This is an optimization exercise on Yosys and OpenROAD, whose aim is small area, not a production implementation.
The RTL was checked by simulation tests, not by an equivalence proof against the original design.

job 4994:
==> flow/design.v (excerpt) <==
module back_sub_top #(
    parameter int IWL = 5,
    parameter int FWL = 15
) (
    input  wire                       clk,
    input  wire                       rst_n,
    input  wire                       in_valid,
    input  wire signed [IWL+FWL-1:0]  row1_data,
    input  wire signed [IWL+FWL-1:0]  row2_data,
    input  wire signed [IWL+FWL-1:0]  row3_data,
    input  wire signed [IWL+FWL-1:0]  row4_data,
    output logic                      out_valid,
    output logic signed [IWL+FWL-1:0] x1,
    output logic signed [IWL+FWL-1:0] x2,
    output logic signed [IWL+FWL-1:0] x3,
    output logic signed [IWL+FWL-1:0] x4
);
clock: 12.0 ns
lec_check: 0
cap_margin: 20
core_margin: 2
core_utilization: 65
place_density: 0.75
slew_margin: 20
run.sh (not shown) runs the stock make flow with config.mk's settings and CLKGATE_MAP_FILE= SYNTH_SCRIPT=/design/flow/synth_recipe.tcl, a recipe that flattens the netlist after the stock synthesis.
#### Input delta (job 1027 over job 4994)
Settings: clearing PLACE_DENSITY, which used to be 0.75; swapping 65 for 40 in CORE_UTILIZATION.
==> summary.txt <==
- Clock-pin slew reported for the worst setup and hold paths after clock tree synthesis of job 1027 is on par with job 4994.
- On share of the clock period used by the worst path after layout, job 4994 tracks job 1027 almost exactly.
- | total of plain and repair buffers excluding clock buffers | job 1027 vs job 4994 | ≈ equal |

========
Another version of the RTL of back_sub_top (not shown whole).
Size: roughly 5600 cells after synthesis, ~660 flip-flops, about 160 I/O pins, roughly 55000 um2 of cells after synthesis.
clock: 12.0 ns
lec_check: 0
cap_margin: 20
core_margin: 2
core_utilization: 65
cts_buf_list: sky130_fd_sc_hd__clkbuf_8
cts_cluster_diameter: 60
cts_cluster_size: 12
place_density: 0.75
slew_margin: 20
The starting point went through all stages and came out clean.
Rerun with:
==> flow/flow/run.sh (new file) <==
#!/bin/bash
set -e
export BUFFER_PORTS_ARGS="-buffer_cell sky130_fd_sc_hd__buf_1"
export RECOVER_POWER=100
bash standard.sh > standard_flow.log 2>&1
==> flow/standard.sh (new file) <==
#!/bin/bash
# synth_recipe.tcl (not shown) runs the flow's synth.tcl, then flattens the netlist and writes it again
# the make line also repeats each setting of config.mk as NAME=value (left out here)
make -C /OpenROAD-flow-scripts/flow DESIGN_CONFIG=/design/flow/config.mk WORK_HOME=/design/flow/orfs CLKGATE_MAP_FILE= SYNTH_SCRIPT=/design/flow/synth_recipe.tcl "${@:-finish}"
Settings changed: CTS_BUF_LIST sky130_fd_sc_hd__clkbuf_8 to sky130_fd_sc_hd__clkbuf_16, CTS_CLUSTER_DIAMETER 60 to 80, CTS_CLUSTER_SIZE 12 to 24.
removed: flow/run.sh
- The new run ran to the end with violations: capacitance limit, slew limit
- synthesized area is unchanged
- wire length drops by 1.4%
Rerun with:
==> flow/flow/run.sh (replaced) <==
#!/bin/bash
set -e
export BUFFER_PORTS_ARGS="-buffer_cell sky130_fd_sc_hd__buf_1"
bash standard.sh > standard_flow.log 2>&1
Settings changed: CORE_UTILIZATION 65 to 75, PLACE_DENSITY 0.75 to 0.85.
Now the flow completed with no timing, DRC or antenna violations. Global-route usage rises by 6.4 points. Cell area barely changes. Fmax went down by 0.85%. Setup slack got worse by 99 ps. Via count went up by 4.4%.
Rerun with:
Settings changed: CORE_UTILIZATION 75 to 65, GPL_TIMING_DRIVEN from default to 0, PLACE_DENSITY 0.85 to 0.75.
Result:
- cell count went up by a few percent
- clock-buffer cell count is lower by 2

========
== job 101 ==
Starting RTL as in the previous note.
==> flow/config.mk <==
export PLATFORM = sky130hd
export DESIGN_NAME = back_sub_top
export DESIGN_NICKNAME = back_sub_top
export VERILOG_FILES = /design/flow/design.v
export SDC_FILE = /design/flow/constraint.sdc
export NUM_CORES = 4
export LEC_CHECK = 0
export CAP_MARGIN = 20
export CORE_MARGIN = 2
export CORE_UTILIZATION = 65
export CTS_BUF_LIST = sky130_fd_sc_hd__clkbuf_16
export CTS_CLUSTER_DIAMETER = 90
export CTS_CLUSTER_SIZE = 28
export PLACE_DENSITY = 0.75
export SLEW_MARGIN = 20
==> flow/constraint.sdc <==
create_clock -name core_clock -period 12.0 [get_ports {clk}]
set_input_delay 2.4000 -clock core_clock [delete_from_list [all_inputs] [get_ports {clk}]]
set_output_delay 2.4000 -clock core_clock [all_outputs]
set_load 0.01 [all_outputs]
standard.sh (not shown) runs the stock make flow with config.mk's settings and CLKGATE_MAP_FILE= SYNTH_SCRIPT=/design/flow/synth_recipe.tcl, a recipe that flattens the netlist after the stock synthesis.
==> flow/flow/run.sh <==
#!/bin/bash
set -e
export BUFFER_PORTS_ARGS="-buffer_cell sky130_fd_sc_hd__buf_1"
bash standard.sh > standard_flow.log 2>&1
What job 102 does differently from job 101 at the input level:
==> flow/run.sh (new file) <==
#!/bin/bash
# synth_recipe.tcl (not shown) runs the flow's synth.tcl, then flattens the netlist and writes it again
# the make line also repeats each setting of config.mk as NAME=value (left out here)
make -C /OpenROAD-flow-scripts/flow DESIGN_CONFIG=/design/flow/config.mk WORK_HOME=/design/flow/orfs CLKGATE_MAP_FILE= SYNTH_SCRIPT=/design/flow/synth_recipe.tcl finish
--- a/flow/config.mk
+++ b/flow/config.mk
@@ -12,2 +12,2 @@
-export CTS_CLUSTER_DIAMETER = 90
-export CTS_CLUSTER_SIZE = 28
+export CTS_CLUSTER_DIAMETER = 80
+export CTS_CLUSTER_SIZE = 24
removed: flow/flow/run.sh
removed: flow/standard.sh
Findings:
Job 102 has completed all stages; timing, DRC and antenna checks passed. Job 101 went all the way through the flow, and no timing, DRC or antenna check failed. There was hardly any difference in met1 track utilization from global routing between job 101 and job 102. Lower wire length among job 102 and job 101: job 101. Non-clock buffer count of job 102 falls short of that of job 101 by a few percent. The total global-route track usage in job 102 sits 0.60 points above the value recorded for job 101. Compared to job 101, job 102 has routed via count divided by cell count about 0.6% higher. Cell area after placement delta for job 102 relative to job 101: 910 um2 higher. Job 102 ends up with a average detailed-routed wire length per instance that is about 1.4% higher than in job 101.
The following lists how job 103 was set up differently from job 102:
--- a/flow/config.mk
+++ b/flow/config.mk
@@ -11,3 +11,2 @@
-export CTS_BUF_LIST = sky130_fd_sc_hd__clkbuf_16
-export CTS_CLUSTER_DIAMETER = 80
-export CTS_CLUSTER_SIZE = 24
+export CTS_BUF_LIST = sky130_fd_sc_hd__clkbuf_8
+export CTS_CLUSTER_SIZE = 14
## What came out
Relative to job 102, worst setup slack has gone up in job 103. Diff job 102 and job 103: count of clock-buffer cells in the layout higher in job 103. Comparing job 102 and job 103, total wire length after detailed routing is higher on job 103. Cmp job 103 vs job 102: met3 track demand over resource in global routing higher in job 103.
Inputs modified between job 103 and job 104:
--- a/flow/config.mk
+++ b/flow/config.mk
@@ -12 +12 @@
-export CTS_CLUSTER_SIZE = 14
+export CTS_CLUSTER_SIZE = 20
[summary]
- Changes observed in job 104 relative to job 103: core utilization level; worst hold slack flat; worst endpoint required time comparable; via count shows no meaningful change.

-- port drivers added, routing unchanged --
The flow's constraints put no driver on any port. The routed layouts listed below were extracted and timed again, unchanged, in two steps.
Step 1, drivers: a clkbuf_16 drives clk and a buf_2 each remaining input, both assumed.
Step 2 times the ports against the registers' clock, not the clock port: input delays grow and output delays shrink by t, the midpoint of the rising clock arrivals with the driver on.
Three values: ideal, step 1, step 2; two values: the first two.
run | t (ns) | slack for setup (ns) | worst hold slack (ns) | worst data-port slew with drivers (ns) | cell pins on the clock port's net
job 4994 | 0.714 | 0.731 / 0.731 / 0.731 | 0.346 / 0.346 / 0.346 | 0.12 | 1
job 1027 | 0.754 | 0.729 / 0.729 / 0.729 | 0.348 / 0.348 / 0.348 | 0.17 | 1
the first run of note 2 | 0.797 | 0.430 / 0.430 / 0.430 | 0.347 / 0.347 / 0.347 | 0.18 | 1
the second run of note 2 | 0.703 | 0.510 / 0.510 / 0.510 | 0.331 / 0.331 / 0.331 | 0.20 | 1
the third run of note 2 | 0.704 | 0.411 / 0.411 / 0.411 | 0.347 / 0.347 / 0.347 | 0.27 | 1
the fourth run of note 2 | 0.683 | 0.303 / 0.303 / 0.303 | 0.347 / 0.347 / 0.347 | 0.13 | 1
job 101 | 0.685 | 0.576 / 0.576 / 0.576 | 0.358 / 0.358 / 0.358 | 0.20 | 1
job 102 | 0.711 | 0.381 / 0.381 / 0.381 | 0.338 / 0.338 / 0.338 | 0.17 | 1
job 103 | 0.849 | 0.477 / 0.477 / 0.477 | 0.350 / 0.350 / 0.350 | 0.17 | 1
job 104 | 0.849 | 0.477 / 0.477 / 0.477 | 0.350 / 0.350 / 0.350 | 0.17 | 1
